This is an optimization exercise on Yosys and OpenROAD, whose aim is small area, not a production implementation.
Where RTL was checked, it was by simulation tests only, not by an equivalence proof against the original.
Only the layout flow was run in run 1; the RTL was not checked for function there.

==> flow/design.v (outline; a module is shown in full before it is edited, if it fits) <==
// module cube_map_face_select_unit: 1780 lines
// module cmfs_top: 33 lines
module cmfs_top (
	input  logic        clk,
	input  logic        arst_n,
	input  logic        start,
	output logic        busy,
	input  logic [15:0] dir_x,
	input  logic [15:0] dir_y,
	input  logic [15:0] dir_z,
	output logic        done,
	output logic [2:0]  face,
	output logic [12:0] coord_u,
	output logic [12:0] coord_v,
	output logic        zero_vector
);
  // ...
==> flow/run.sh <==
#!/bin/bash
# synth_recipe.tcl (not shown) runs the flow's synth.tcl, then flattens the netlist and writes it again
# the make line also repeats each setting of config.mk as NAME=value (left out here)
make -C /OpenROAD-flow-scripts/flow DESIGN_CONFIG=/design/flow/config.mk WORK_HOME=/design/flow/orfs CLKGATE_MAP_FILE= SYNTH_SCRIPT=/design/flow/synth_recipe.tcl finish
==> flow/config.mk <==
export PLATFORM = sky130hd
export DESIGN_NAME = cmfs_top
export DESIGN_NICKNAME = cmfs_top
export VERILOG_FILES = /design/flow/design.v
export SDC_FILE = /design/flow/constraint.sdc
export NUM_CORES = 4
export LEC_CHECK = 0
export CAP_MARGIN = 20
export CORE_MARGIN = 2
export CORE_UTILIZATION = 40
export SLEW_MARGIN = 20
==> flow/constraint.sdc <==
create_clock -name core_clock -period 4.5 [get_ports {clk}]
set_input_delay 0.9000 -clock core_clock [delete_from_list [all_inputs] [get_ports {clk}]]
set_output_delay 0.9000 -clock core_clock [all_outputs]
set_load 0.01 [all_outputs]
==> load_flow_metrics.sql, run 1 <==
INSERT INTO impl_metrics (metric_group, metric, value, unit) VALUES
('timing', 'clock-skew-final', '0.0243', 'ns'),
('outcome', 'layout.failed_checks', 'negative setup slack', ''),
('place', 'dp.cells', '4018', ''),
('worst_setup_path', 'crit_path_launch_type', 'register', ''),
('worst_setup_path', 'timing.critical_path.from', 'u_unit.ru_8r[14]', ''),
('timing', 'report.final.setup_viol', '1', ''),
('clock_tree', 'htreeDepth', '2', ''),
('final_layout', 'filler_cell_count', '6335', ''),
('final_layout', 'design.final.nets', '3711', ''),
('worst_setup_path', 'cp-endpoint', 'u_unit.ru_10r[13]', ''),
('clock_tree', 'ctsResizeCount', '36', ''),
('logic_synthesis', 'synth_top_flop_cell', 'sky130_fd_sc_hd__dfxtp_1', ''),
('global_route', 'first_global_vias', '22300', ''),
('final_layout', 'num-multi-input-gates', '2130', ''),
('timing', 'final_critical_path_setup_slack', '-0.00837', 'ns'),
('logic_synthesis', 'yosys_warns', '4', ''),
('worst_setup_path', 'cp_top_delay_family', 'compound AO/OA/AOI/OAI gates', ''),
('final_layout', 'clockBufferCount', '68', ''),
('global_route', 'met3_track_demand_over_resource_in_global_routing', '0.0256', ''),
('outcome', 'outcome', 'complete, but fails checks', ''),
('global_route', 'grt.met2_usage', '0.384', ''),
('final_layout', 'insertedDiodeCount', '0', '');
==> run 2: changes to the inputs <==
--- a/flow/design.v
+++ b/flow/design.v
@@ -47,31 +47,23 @@
 	logic        z_major, y_major, zero_c;
 	logic [2:0]  face_c;
 	logic [15:0] m_c, cu_c, cv_c;
 	logic        fu_c, fv_c, equ_c, eqv_c;
 	logic [15:0] ax_c, ay_c, az_c;
 	assign ax_c = dir.dir_x ^ ({orpre(dir.dir_x[14:0]), 1'b0} & {16{dir.dir_x[15]}});
 	assign ay_c = dir.dir_y ^ ({orpre(dir.dir_y[14:0]), 1'b0} & {16{dir.dir_y[15]}});
 	assign az_c = dir.dir_z ^ ({orpre(dir.dir_z[14:0]), 1'b0} & {16{dir.dir_z[15]}});
-	always_ff @(posedge clk or negedge arst_n) begin
-		if (!arst_n) vld_a <= 1'b0;
-		else         vld_a <= start;
-	end
-	always_ff @(posedge clk) begin
-		ax <= ax_c;
-		ay <= ay_c;
-		az <= az_c;
-		x[15] <= dir.dir_x[15];
-		y[15] <= dir.dir_y[15];
-		z[15] <= dir.dir_z[15];
-	end
-	assign x[14:0] = '0;
-	assign y[14:0] = '0;
-	assign z[14:0] = '0;
+	assign vld_a = start;
+	assign x  = dir.dir_x;
+	assign y  = dir.dir_y;
+	assign z  = dir.dir_z;
+	assign ax = ax_c;
+	assign ay = ay_c;
+	assign az = az_c;
 	always_comb begin
 		x_nz = ax != '0;
 		y_nz = ay != '0;
 		z_nz = az != '0;
 		z_ge_x = az >= ax;
 		z_ge_y = az >= ay;
 		y_ge_x = ay >= ax;
 		z_eq_x = az == ax;
==> flow/config.mk (replaced) <==
export PLATFORM = sky130hd
export DESIGN_NAME = cmfs_top
export DESIGN_NICKNAME = cmfs_top
export VERILOG_FILES = /design/flow/design.v
export SDC_FILE = /design/flow/constraint.sdc
export NUM_CORES = 4
export LEC_CHECK = 0
export ABC_AREA = 1
export CAP_MARGIN = 20
export CORE_MARGIN = 2
export CORE_UTILIZATION = 40
export GPL_TIMING_DRIVEN = 0
export SLEW_MARGIN = 20
==> load_flow_metrics.sql, run 2 <==
INSERT INTO impl_metrics (metric_group, metric, value, unit) VALUES
('min_path', 'worstHoldEndpoint', 'u_unit.qu_4r[10]', ''),
('outcome', 'outcome', 'complete, no violations', ''),
('drt', 'pre_antenna_drt_iters', '5', ''),
('logic_synthesis', 'synth.most_common_cell', 'sky130_fd_sc_hd__nand2_1', ''),
('logic_synthesis', 'synth-edff-count', '0', ''),
('logic_synthesis', 'synth-async-reset-ratio', '0.0158', ''),
('worst_setup_path', 'slowest_delay', '0.47', 'ns'),
('final_layout', 'final_cell_mix', 'sky130_fd_sc_hd__nand2_1, sky130_fd_sc_hd__inv_1, sky130_fd_sc_hd__dfxtp_1', ''),
('floorplanning', 'die_y', '264', 'um'),
('final_layout', 'design.final.nets', '3843', ''),
('timing', 'report.final.setup_viol', '0', ''),
('logic_synthesis', 'post-synth-top-area-fraction', '0.277', ''),
('global_route', 'grt_max_degree', '18', ''),
('floorplanning', 'start_util', '0.403', ''),
('timing', 'post-route-min-period', '4.31', 'ns'),
('final_layout', 'insertedDiodeCount', '0', ''),
('min_path', 'whs_path_depth', '0', ''),
('timing', 'timing_hold_violations_final', '0', ''),
('job', 'max-cap-violations', '0', ''),
('floorplanning', 'coreArea', '0.0670', 'mm^2'),
('drt', 'mean_number_of_vias_per_cell', '4.76', ''),
('logic_synthesis', 'syn_nets', '3672', ''),
('logic_synthesis', 'yosysTopAreaCell', 'sky130_fd_sc_hd__dfxtp_1', ''),
('clock_tree', 'cts.path.max_buffers', '3', ''),
('logic_synthesis', 'netlist_area', '0.0270', 'mm^2'),
('logic_synthesis', 'syn-instance-count', '3151', ''),
('drt', 'first_iter_violations', '666', ''),
('logic_synthesis', 'synth_top_flop_cell', 'sky130_fd_sc_hd__dfxtp_1', ''),
('global_route', 'grt_antenna_before_repair', '0', ''),
('worst_setup_path', 'r2r_slack', '0.27', 'ns'),
('worst_setup_path', 'worst-path-max-fanout', '4', ''),
('place', 'gp_congestion', '0.860', ''),
('worst_setup_path', 'cp.required', '5.00', 'ns'),
('global_route', 'grt_overflow', '0', ''),
('worst_setup_path', 'crit_path_launch_type', 'input pin', ''),
('timing', 'fmax', '0.232', 'GHz'),
('timing', 'final.period_utilization', '0.957', ''),
('drt', 'routed_wl', '63800', 'um'),
('drt', 'routed_wire_length_per_instance', '15.1', 'um'),
('clock_tree', 'tritoncts', 'done', ''),
('drt', 'post-route-drc-count', '0', ''),
('logic_synthesis', 'avg_synthesized_cell_area', '8.58', 'um^2'),
('drt', 'routed-wl-met3', '1570', 'um'),
('clock_tree', 'worst_skew_pair_later_pin_latency', '0.57', 'ns'),
('global_route', 'gr-usage-all-layers', '0.181', ''),
('worst_setup_path', 'ff2ff_path_depth', '23', ''),
('worst_setup_path', 'timing.rr.end', 'u_unit.ru_2r[13]', ''),
('final_layout', 'drive_gt1_frac', '0.110', ''),
('floorplanning', 'std_cell_rows', '95', ''),
('clock_tree', 'numCtsBuffers', '42', ''),
('floorplanning', 'area_of_the_die', '0.0697', 'mm^2'),
('floorplanning', 'die_width', '264', 'um'),
('timing', 'worstMarginPinSlew', '0.788', 'ns'),
('global_route', 'first_global_vias', '19900', ''),
('final_layout', 'layout_commonest_cell', 'sky130_fd_sc_hd__nand2_1', ''),
('drt', 'dr.max_layer_used', 'met4', ''),
('place', 'portBuffers', '80', ''),
('place', 'detailed_place.area', '0.0289', 'mm^2'),
('timing', 'slew_viol_final', '0', ''),
('clock_tree', 'clk_root_buffer_cell', 'sky130_fd_sc_hd__clkbuf_16', ''),
('final_layout', 'post-route-cell-area', '0.0315', 'mm^2'),
('worst_setup_path', 'crit_path_top_delay_cell', 'sky130_fd_sc_hd__clkdlybuf4s50_1', ''),
('global_route', 'grt_pass1_wl', '101000', 'um'),
('logic_synthesis', 'yosys.cell_types.count', '52', ''),
('logic_synthesis', 'seq_area_frac_synth', '0.282', ''),
('timing', 'worst_hold_slack', '0.323', 'ns'),
('clock_tree', 'clkTransAtPathRegs', '0.06', 'ns'),
('worst_setup_path', 'critical_path.reg2reg.startpoint', 'u_unit.m_0r[1]', ''),
('logic_synthesis', 'yosys-top-cells-area', 'sky130_fd_sc_hd__dfxtp_1, sky130_fd_sc_hd__ha_1, sky130_fd_sc_hd__xor2_1', ''),
('worst_setup_path', 'end_kind', 'register', ''),
('logic_synthesis', 'synth_commonest_cells', 'sky130_fd_sc_hd__nand2_1, sky130_fd_sc_hd__inv_1, sky130_fd_sc_hd__dfxtp_1', ''),
('drt', 'met2_layer_wire_length_in_the_routed_design', '33300', 'um'),
('worst_setup_path', 'critical-path-top-cell-by-count', 'sky130_fd_sc_hd__inv_1', ''),
('timing', 'clock-skew-final', '0.0121', 'ns'),
('drt', 'dr_total_vias', '20100', ''),
('min_path', 'worst_hold_path_type', 'reg -> reg', ''),
('clock_tree', 'htreeDepth', '2', ''),
('drt', 'met1_length', '26400', 'um'),
('min_path', 'hold_path_startpoint', 'u_unit.qu_2r', ''),
('worst_setup_path', 'critical_path_arrival', '4.81', 'ns'),
('place', 'hpwlAfterDp', '51600', 'um'),
('floorplanning', 'num_io_pins', '83', ''),
('logic_synthesis', 'yosys_warns', '1', ''),
('drt', 'drtAntennaViolNets', '0', ''),
('worst_setup_path', 'critical_path_class', 'in -> reg', ''),
('logic_synthesis', 'postSynthRegisterBits', '380', ''),
('final_layout', 'syn_to_final_growth', '16.7', '%'),
('timing', 'timing.slew.headroom', '0.475', ''),
('clock_tree', 'clock_sinks', '380', '');
[run 2: area by class of cell]
type | instances | area (um^2)
multi-input cells | 2283 | 18100
flip-flops and latches | 380 | 7640
plain buffers | 45 | 405
fillers | 6562 | 35500
inverters | 439 | 1660
clock inverters | 26 | 317
clock buffers | 51 | 1160
well taps | 873 | 1090
repair buffers | 131 | 1210
[run 2: worst max-delay path by stage]
stage / startpoint / endpoint / slack [ns] / cells after the start
final: dir_x[3] / u_unit.equ_0r / 0.19 / 25
after CTS: dir_x[2] / u_unit.eqv_0r / 0.003 / 28
after floorplan: u_unit.rv_2r[14] / u_unit.rv_4r[13] / 0.06 / 22
after global routing: dir_z[3] / u_unit.eqv_0r / -0.05 / 26
after detailed placement: dir_z[0] / u_unit.m_0r[14] / -1.67 / 22
after global placement: dir_z[0] / u_unit.m_0r[14] / -1.66 / 22
[run 2: critical path: cells and delay by family]
| family | cells | cell delay [ns] |
|---|---|---|
| simple gates | 17 | 2.53 |
| buf+inv | 6 | 0.83 |
| fa+ha+maj | 1 | 0.23 |
| compound gates | 1 | 0.31 |
[run 2: cells by family after synthesis]
logic type,after synthesis,share of synthesized area
other,1,0.000139
flip-flops,380,0.282
XOR/XNOR,519,0.169
adder cells (fa/ha/maj),470,0.249
AND/OR/NAND/NOR,943,0.153
buffers and inverters,488,0.0699
AO/OA/AOI/OAI,350,0.0776
[run 2: per-layer routing]
| metal | vias up | track usage |
|---|---|---|
| met4 | 0 | 0.0739 |
| met2 | 285 | 0.350 |
| li1 | 10500 | - |
| met5 | - | 0 |
| met1 | 9260 | 0.201 |
| met3 | 120 | 0.0197 |
[run 2: metrics by stage]
step | cells | TNS, ns | setup slack [ns] | utilization
final | 4228 | 0 | 0.193 | 0.471
after global routing | 4228 | -0.106 | -0.0545 | 0.471
after CTS | 4194 | 0 | 0.00318 | 0.460
after detailed placement | 4104 | -101.52 | -1.67 | 0.432
after global placement | 4104 | -97.77 | -1.66 | 0.432
after floorplan | 3151 | 0 | 0.0586 | -
[run 2: what timing repair did]
item | 4_1_cts | 5_1_grt
resized for setup | 105 | 112
hold buffers | 0 | 0
endpoints found under the setup margin | 155 | 110
setup buffers | 15 | 36
pin swaps | 7 | 35
==> run 3: changes to the inputs <==
--- a/flow/config.mk
+++ b/flow/config.mk
@@ -9,5 +9,4 @@
 export CAP_MARGIN = 20
 export CORE_MARGIN = 2
 export CORE_UTILIZATION = 40
-export GPL_TIMING_DRIVEN = 0
 export SLEW_MARGIN = 20
==> load_flow_metrics.sql, run 3 <==
INSERT INTO impl_metrics (metric_group, metric, value, unit) VALUES
('drt', 'met1_length', '25200', 'um'),
('worst_setup_path', 'worst-path-max-fanout', '8', ''),
('clock_tree', 'htreeDepth', '2', ''),
('logic_synthesis', 'yosys.cell_types.count', '52', ''),
('final_layout', 'layout_commonest_cell', 'sky130_fd_sc_hd__nand2_1', ''),
('place', 'portBuffers', '81', ''),
('final_layout', 'drive_gt1_frac', '0.119', ''),
('drt', 'pre_antenna_drt_iters', '5', ''),
('floorplanning', 'start_util', '0.403', ''),
('floorplanning', 'die_y', '264', 'um'),
('worst_setup_path', 'cp_top_delay_family', 'compound AO/OA/AOI/OAI gates', ''),
('drt', 'routed-wl-met3', '1230', 'um'),
('clock_tree', 'clock_sinks', '380', ''),
('logic_synthesis', 'yosys_warns', '1', ''),
('floorplanning', 'coreArea', '0.0670', 'mm^2'),
('logic_synthesis', 'seq_area_frac_synth', '0.282', ''),
('timing', 'slew_viol_final', '0', ''),
('logic_synthesis', 'post-synth-top-area-fraction', '0.277', ''),
('job', 'max-cap-violations', '0', ''),
('clock_tree', 'clk_root_buffer_cell', 'sky130_fd_sc_hd__clkbuf_16', ''),
('worst_setup_path', 'crit_path_top_delay_cell', 'sky130_fd_sc_hd__dfxtp_2', ''),
('final_layout', 'design.final.nets', '3938', ''),
('final_layout', 'post-route-cell-area', '0.0320', 'mm^2'),
('floorplanning', 'num_io_pins', '83', ''),
('worst_setup_path', 'crit_path_launch_type', 'register', ''),
('logic_synthesis', 'synth.most_common_cell', 'sky130_fd_sc_hd__nand2_1', ''),
('floorplanning', 'area_of_the_die', '0.0697', 'mm^2'),
('drt', 'mean_number_of_vias_per_cell', '4.69', ''),
('place', 'hpwlAfterDp', '51100', 'um'),
('logic_synthesis', 'synth_commonest_cells', 'sky130_fd_sc_hd__nand2_1, sky130_fd_sc_hd__inv_1, sky130_fd_sc_hd__dfxtp_1', ''),
('timing', 'post-route-min-period', '4.36', 'ns'),
('clock_tree', 'worst_skew_pair_later_pin_latency', '0.58', 'ns'),
('drt', 'post-route-drc-count', '0', ''),
('logic_synthesis', 'synth_top_flop_cell', 'sky130_fd_sc_hd__dfxtp_1', ''),
('timing', 'timing.slew.headroom', '0.504', ''),
('final_layout', 'final-seq-area', '0.00764', 'mm^2'),
('final_layout', 'filler_cell_count', '6559', ''),
('timing', 'timing_hold_violations_final', '0', ''),
('drt', 'routed_wl', '61700', 'um'),
('timing', 'fmax', '0.229', 'GHz'),
('worst_setup_path', 'end_kind', 'output port', ''),
('global_route', 'grt_overflow', '0', ''),
('global_route', 'grt_antenna_before_repair', '0', ''),
('drt', 'met2_layer_wire_length_in_the_routed_design', '33000', 'um'),
('logic_synthesis', 'synth-edff-count', '0', ''),
('drt', 'dr.max_layer_used', 'met4', ''),
('timing', 'clock-skew-final', '0.0316', 'ns'),
('clock_tree', 'tritoncts', 'done', ''),
('logic_synthesis', 'syn_nets', '3672', ''),
('worst_setup_path', 'cp.required', '3.60', 'ns'),
('logic_synthesis', 'syn-instance-count', '3151', ''),
('global_route', 'grt_pass1_wl', '99400', 'um'),
('final_layout', 'area_occupied_by_multi_input_gates', '0.0178', 'mm^2'),
('global_route', 'gr-usage-all-layers', '0.176', ''),
('logic_synthesis', 'yosys-top-cells-area', 'sky130_fd_sc_hd__dfxtp_1, sky130_fd_sc_hd__ha_1, sky130_fd_sc_hd__xor2_1', ''),
('worst_setup_path', 'path_buf_inv', '2', ''),
('final_layout', 'syn_to_final_growth', '18.3', '%'),
('timing', 'report.final.setup_viol', '0', ''),
('logic_synthesis', 'yosysTopAreaCell', 'sky130_fd_sc_hd__dfxtp_1', ''),
('logic_synthesis', 'netlist_area', '0.0270', 'mm^2'),
('clock_tree', 'clkTransAtPathRegs', '0.06', 'ns'),
('worst_setup_path', 'critical_path.cell_chain', 'xnor2_1 -> ha_1 -> nand4_1 -> o21ai_0 -> a21oi_1 -> o311ai_0 -> buf_4 -> a21oi_1 -> o21a_1 -> clkdlybuf4s50_1', ''),
('global_route', 'first_global_vias', '20000', ''),
('logic_synthesis', 'avg_synthesized_cell_area', '8.58', 'um^2'),
('timing', 'final.period_utilization', '0.969', ''),
('drt', 'dr_total_vias', '20300', ''),
('outcome', 'outcome', 'complete, no violations', ''),
('worst_setup_path', 'slowest_delay', '0.48', 'ns'),
('worst_setup_path', 'critical_path_arrival', '3.46', 'ns'),
('drt', 'routed_wire_length_per_instance', '14.3', 'um'),
('timing', 'worstMarginPinSlew', '0.742', 'ns'),
('floorplanning', 'die_width', '264', 'um'),
('drt', 'first_iter_violations', '675', ''),
('worst_setup_path', 'critical_path_class', 'reg -> out', ''),
('logic_synthesis', 'postSynthRegisterBits', '380', ''),
('drt', 'drtAntennaViolNets', '0', ''),
('floorplanning', 'std_cell_rows', '95', ''),
('final_layout', 'insertedDiodeCount', '0', ''),
('min_path', 'worst_hold_path_type', 'reg -> reg', ''),
('final_layout', 'final_cell_mix', 'sky130_fd_sc_hd__nand2_1, sky130_fd_sc_hd__inv_1, sky130_fd_sc_hd__dfxtp_1', ''),
('clock_tree', 'cts.path.max_buffers', '3', ''),
('clock_tree', 'numCtsBuffers', '42', ''),
('place', 'detailed_place.area', '0.0302', 'mm^2'),
('global_route', 'grt_max_degree', '20', ''),
('place', 'gp_congestion', '0.879', ''),
('logic_synthesis', 'synth-async-reset-ratio', '0.0158', ''),
('worst_setup_path', 'critical-path-top-cell-by-count', 'sky130_fd_sc_hd__a21oi_1', '');
==> run 3: cell counts after synthesis <==
No cell type changed its count.
==> run 3: layout make-up <==
class,count,area share
clock buffer,52,0.0353
multi-input combinational,2283,0.555
tap,873,0.0342
sequential,380,0.239
inverter,439,0.0516
clock inverter,26,0.0100
timing repair buffer,271,0.0745
==> run 3: metrics by stage <==
| step | setup WS, ns | std cells | utilization | setup TNS (ns) | hold slack [ns] |
|---|---|---|---|---|---|
| final | 0.140 | 4324 | 0.477 | 0 | 0.306 |
| after global routing | -0.137 | 4324 | 0.477 | -0.241 | 0.317 |
| after CTS | 0.0207 | 4315 | 0.472 | 0 | 0.309 |
| after detailed placement | -0.552 | 4237 | 0.450 | -23.84 | 0.312 |
| after global placement | -0.531 | 4237 | 0.450 | -21.60 | 0.311 |
| after floorplan | 0.0586 | 3151 | - | 0 | 0.310 |
==> run 3: path summary, 6_finish.rpt <==
| check | startpoint | endpoint | slack (ns) | depth (start not counted) |
|---|---|---|---|---|
| worst max-delay path | u_unit.ru_10r[14] | coord_u[0] | 0.14 | 10 |
| worst min register to register | u_unit.qv_6r[7] | u_unit.qv_8r[7] | 0.31 | 0 |
| max in group asynchronous | arst_n | u_unit.vld_2r | 3.71 | 1 |
| worst min-delay path | u_unit.qv_6r[7] | u_unit.qv_8r[7] | 0.31 | 0 |
| worst max register to register | u_unit.m_4r[8] | u_unit.rv_6r[13] | 0.28 | 23 |
| min in group asynchronous | arst_n | u_unit.vld_10r | 0.56 | 1 |
==> run 3: cells by family (layout without fill, tap and decap cells) <==
group,after synthesis,after routing,share of synthesized area
buffers and inverters,488,788,0.0699
DFF,380,380,0.282
and+or+nand+nor,943,943,0.153
AOI/OAI and AO/OA,350,350,0.0776
xor gates and xnor gates,519,519,0.169
adders and majority gates,470,470,0.249
other,1,1,0.000139
==> run 3: routing by layer <==
metal | GRT usage | vias to the layer above
met5 | 0 | -
met4 | 0.0627 | 0
met3 | 0.0180 | 116
met2 | 0.346 | 223
met1 | 0.193 | 9264
li1 | - | 10700
==> run 3: worst reg2reg max path: stages, from the launching register on <==
cell and delay [ns]:
sky130_fd_sc_hd__dfxtp_1 0.44, sky130_fd_sc_hd__buf_4 0.18, sky130_fd_sc_hd__xnor2_1 0.07, sky130_fd_sc_hd__ha_1 0.35, sky130_fd_sc_hd__a21oi_1 0.20, sky130_fd_sc_hd__o21a_1 0.15
sky130_fd_sc_hd__nor2_1 0.04, sky130_fd_sc_hd__nor2_1 0.22, sky130_fd_sc_hd__nand3_1 0.26, sky130_fd_sc_hd__nand2_4 0.18, sky130_fd_sc_hd__buf_4 0.20, sky130_fd_sc_hd__xor2_1 0.25
sky130_fd_sc_hd__inv_1 0.08, sky130_fd_sc_hd__ha_1 0.27, sky130_fd_sc_hd__nand2_1 0.08, sky130_fd_sc_hd__o21ai_0 0.08, sky130_fd_sc_hd__inv_1 0.07, sky130_fd_sc_hd__nand2_2 0.10
sky130_fd_sc_hd__nand2_1 0.09, sky130_fd_sc_hd__nand2_2 0.06, sky130_fd_sc_hd__nand2_1 0.08, sky130_fd_sc_hd__nand2_1 0.07, sky130_fd_sc_hd__fa_1 0.38, sky130_fd_sc_hd__xor2_1 0.17
==> run 3: what timing repair did <==
action	CTS	global route
setup endpoints to repair	1	88
hold endpoints to repair	0	0
setup buffers	0	8
pin swaps	0	20
gates cloned	0	1
resized for setup	1	66
hold buffers	0	0
==> run 4: changes to the inputs <==
--- a/flow/config.mk
+++ b/flow/config.mk
@@ -9,4 +9,6 @@
 export CAP_MARGIN = 20
 export CORE_MARGIN = 2
 export CORE_UTILIZATION = 40
+export CTS_CLUSTER_DIAMETER = 60
+export CTS_CLUSTER_SIZE = 30
 export SLEW_MARGIN = 20
==> load_flow_metrics.sql, run 4 <==
INSERT INTO impl_metrics (metric_group, metric, value, unit) VALUES
('floorplanning', 'die_width', '264', 'um'),
('floorplanning', 'std_cell_rows', '95', ''),
('final_layout', 'layout_commonest_cell', 'sky130_fd_sc_hd__nand2_1', ''),
('floorplanning', 'die_y', '264', 'um'),
('global_route', 'grt_overflow', '0', ''),
('floorplanning', 'coreArea', '0.0670', 'mm^2'),
('place', 'portBuffers', '81', ''),
('drt', 'mean_number_of_vias_per_cell', '4.70', ''),
('clock_tree', 'htreeDepth', '2', ''),
('clock_tree', 'clk_root_buffer_cell', 'sky130_fd_sc_hd__clkbuf_16', ''),
('worst_setup_path', 'critical_path_arrival', '3.45', 'ns'),
('timing', 'timing.slew.headroom', '0.503', ''),
('drt', 'routed_wl', '61700', 'um'),
('logic_synthesis', 'synth.most_common_cell', 'sky130_fd_sc_hd__nand2_1', ''),
('logic_synthesis', 'synth_commonest_cells', 'sky130_fd_sc_hd__nand2_1, sky130_fd_sc_hd__inv_1, sky130_fd_sc_hd__dfxtp_1', ''),
('drt', 'first_iter_violations', '670', ''),
('timing', 'slew_viol_final', '0', ''),
('final_layout', 'design.final.nets', '3929', ''),
('floorplanning', 'area_of_the_die', '0.0697', 'mm^2'),
('timing', 'post-route-min-period', '4.35', 'ns'),
('global_route', 'gr-usage-all-layers', '0.175', ''),
('timing', 'clock-skew-final', '0.0274', 'ns'),
('logic_synthesis', 'synth-edff-count', '0', ''),
('logic_synthesis', 'yosys-top-cells-area', 'sky130_fd_sc_hd__dfxtp_1, sky130_fd_sc_hd__ha_1, sky130_fd_sc_hd__xor2_1', ''),
('final_layout', 'insertedDiodeCount', '0', ''),
('outcome', 'outcome', 'complete, no violations', ''),
('final_layout', 'drive_gt1_frac', '0.117', ''),
('drt', 'routed_wire_length_per_instance', '14.3', 'um'),
('timing', 'final.period_utilization', '0.967', ''),
('logic_synthesis', 'syn_nets', '3672', ''),
('worst_setup_path', 'cp.required', '3.60', 'ns'),
('logic_synthesis', 'netlist_area', '0.0270', 'mm^2'),
('clock_tree', 'numCtsBuffers', '34', ''),
('worst_setup_path', 'worst-path-max-fanout', '8', ''),
('place', 'gp_congestion', '0.879', ''),
('timing', 'tns', '0', 'ns'),
('logic_synthesis', 'yosysTopAreaCell', 'sky130_fd_sc_hd__dfxtp_1', ''),
('logic_synthesis', 'yosys.cell_types.count', '52', ''),
('place', 'hpwlAfterDp', '51100', 'um'),
('global_route', 'grt_max_degree', '31', ''),
('logic_synthesis', 'syn-instance-count', '3151', ''),
('floorplanning', 'start_util', '0.403', ''),
('clock_tree', 'clkTransAtPathRegs', '0.07', 'ns'),
('global_route', 'grt_antenna_before_repair', '0', ''),
('logic_synthesis', 'postSynthRegisterBits', '380', ''),
('clock_tree', 'tritoncts', 'done', ''),
('final_layout', 'final_cell_mix', 'sky130_fd_sc_hd__nand2_1, sky130_fd_sc_hd__inv_1, sky130_fd_sc_hd__dfxtp_1', ''),
('worst_setup_path', 'critical_path_class', 'reg -> out', ''),
('min_path', 'whs_path_depth', '0', ''),
('clock_tree', 'worst_skew_pair_later_pin_latency', '0.58', 'ns'),
('worst_setup_path', 'ff2ff_path_depth', '23', ''),
('logic_synthesis', 'synth-async-reset-ratio', '0.0158', ''),
('timing', 'worstMarginPinSlew', '0.745', 'ns'),
('logic_synthesis', 'synth_top_flop_cell', 'sky130_fd_sc_hd__dfxtp_1', ''),
('drt', 'pre_antenna_drt_iters', '5', ''),
('logic_synthesis', 'seq_area_frac_synth', '0.282', ''),
('timing', 'report.final.setup_viol', '0', ''),
('drt', 'drtAntennaViolNets', '0', ''),
('floorplanning', 'num_io_pins', '83', ''),
('logic_synthesis', 'yosys_warns', '1', ''),
('final_layout', 'layout.core_utilization', '0.475', ''),
('clock_tree', 'cts.path.max_buffers', '3', ''),
('min_path', 'worst_hold_path_type', 'reg -> reg', ''),
('worst_setup_path', 'end_kind', 'output port', ''),
('logic_synthesis', 'post-synth-top-area-fraction', '0.277', ''),
('drt', 'post-route-drc-count', '0', ''),
('drt', 'dr_total_vias', '20200', ''),
('global_route', 'first_global_vias', '20000', ''),
('final_layout', 'syn_to_final_growth', '17.7', '%'),
('global_route', 'grt_pass1_wl', '98900', 'um'),
('job', 'max-cap-violations', '0', ''),
('timing', 'fmax', '0.230', 'GHz'),
('logic_synthesis', 'avg_synthesized_cell_area', '8.58', 'um^2'),
('timing', 'timing_hold_violations_final', '0', ''),
('clock_tree', 'clock_sinks', '380', ''),
('worst_setup_path', 'crit_path_launch_type', 'register', '');
-- run 4: repair_timing --
action / in CTS / in global routing
hold buffers: 0 / 0
gates resized for setup: 1 / 73
gates cloned: 0 / 1
buffers inserted: 0 / 7
setup endpoints to repair: 1 / 87
pin swaps: 0 / 21
-- run 4: critical path: stages (launching register included) --
cell and delay [ns]:
sky130_fd_sc_hd__dfxtp_2 0.48, sky130_fd_sc_hd__xnor2_1 0.14, sky130_fd_sc_hd__ha_1 0.33, sky130_fd_sc_hd__nand4_1 0.09, sky130_fd_sc_hd__o21ai_0 0.33, sky130_fd_sc_hd__a21oi_1 0.17, sky130_fd_sc_hd__o311ai_0 0.47, sky130_fd_sc_hd__buf_4 0.21
sky130_fd_sc_hd__a21oi_1 0.06, sky130_fd_sc_hd__o21a_1 0.14, sky130_fd_sc_hd__clkdlybuf4s50_1 0.47
-- run 4: logic make-up (layout without fill, tap and decap cells) --
| kind of cell | after synthesis | after routing | synth area share |
|---|---|---|---|
| other | 1 | 1 | 0.000139 |
| buffers and inverters | 488 | 770 | 0.0699 |
| adders and majority gates | 470 | 470 | 0.249 |
| and+or+nand+nor | 943 | 943 | 0.153 |
| DFF | 380 | 380 | 0.282 |
| xor gates and xnor gates | 519 | 519 | 0.169 |
| AOI/OAI and AO/OA | 350 | 350 | 0.0776 |
-- run 4: metrics by stage --
step	instance area, um^2	hold slack, ns	cells	setup WS [ns]
finish	31800	0.330	4306	0.148
global route	31800	0.333	4306	-0.0432
CTS	31500	0.330	4298	0.0210
detailed placement	30200	0.312	4237	-0.552
global placement	30200	0.311	4237	-0.531
floorplan	27000	0.310	3151	0.0586
-- run 4: cell type report --
cell class | instances | area (um^2)
fillers | 6573 | 35200
inverters | 439 | 1660
clock buffers | 38 | 940
repair buffers | 270 | 2400
well taps | 873 | 1090
multi-input cells | 2283 | 17800
clock inverters | 23 | 330
flip-flops and latches | 380 | 7640
-- run 4: routing by layer --
metal,global-route usage,wire length [um]
met1,0.191,25200
met3,0.0207,1380
met5,0,0
met2,0.343,32800
met4,0.0679,2320
-- run 4: worst paths after layout --
path | from | slack (ns) | to
hold reg to reg | u_unit.qu_8r[6] | 0.33 | u_unit.qu_10r[6]
setup / recovery | u_unit.ru_10r[14] | 0.15 | coord_u[0]
min in group asynchronous | arst_n | 0.56 | u_unit.vld_0r
max in group asynchronous | arst_n | 3.70 | u_unit.vld_8r
setup reg to reg | u_unit.m_4r[8] | 0.29 | u_unit.rv_6r[13]
hold / removal | u_unit.qu_8r[6] | 0.33 | u_unit.qu_10r[6]

## afterwards: timing with drivers on the ports
No port has a modelled driver above. Below, the same layouts with a new extraction and two added sets of constraints.
Step 1: set_driving_cell puts a clkbuf_16 on clk and a buf_2 on each other input, an assumption about the parent block.
Step 2 times the ports against the registers' clock, not the clock port: input delays grow and output delays shrink by t, the midpoint of the rising clock arrivals with the driver on.
a / b / c = ideal / step 1 / step 2; a / b = the first two.
run | shift t [ns] | setup WS [ns] | latest minus earliest clock arrival (ns) | worst data-port slew with drivers (ns)
run 1 | 0.667 | -0.008 / -0.008 / -0.008 | 0.025 / 0.025 | 0.04
run 2 | 0.619 | 0.193 / 0.144 / -0.395 | 0.014 / 0.013 | 0.04
run 3 | 0.621 | 0.140 / 0.082 / -0.284 | 0.031 / 0.032 | 0.04
run 4 | 0.619 | 0.148 / 0.088 / -0.275 | 0.034 / 0.034 | 0.04
Met with ideal ports but missed after step 2: setup timing in run 2, run 3 and run 4. The setup slack of run 2, which loses most, moves by -0.049 ns with the drivers and by -0.588 ns with both steps.
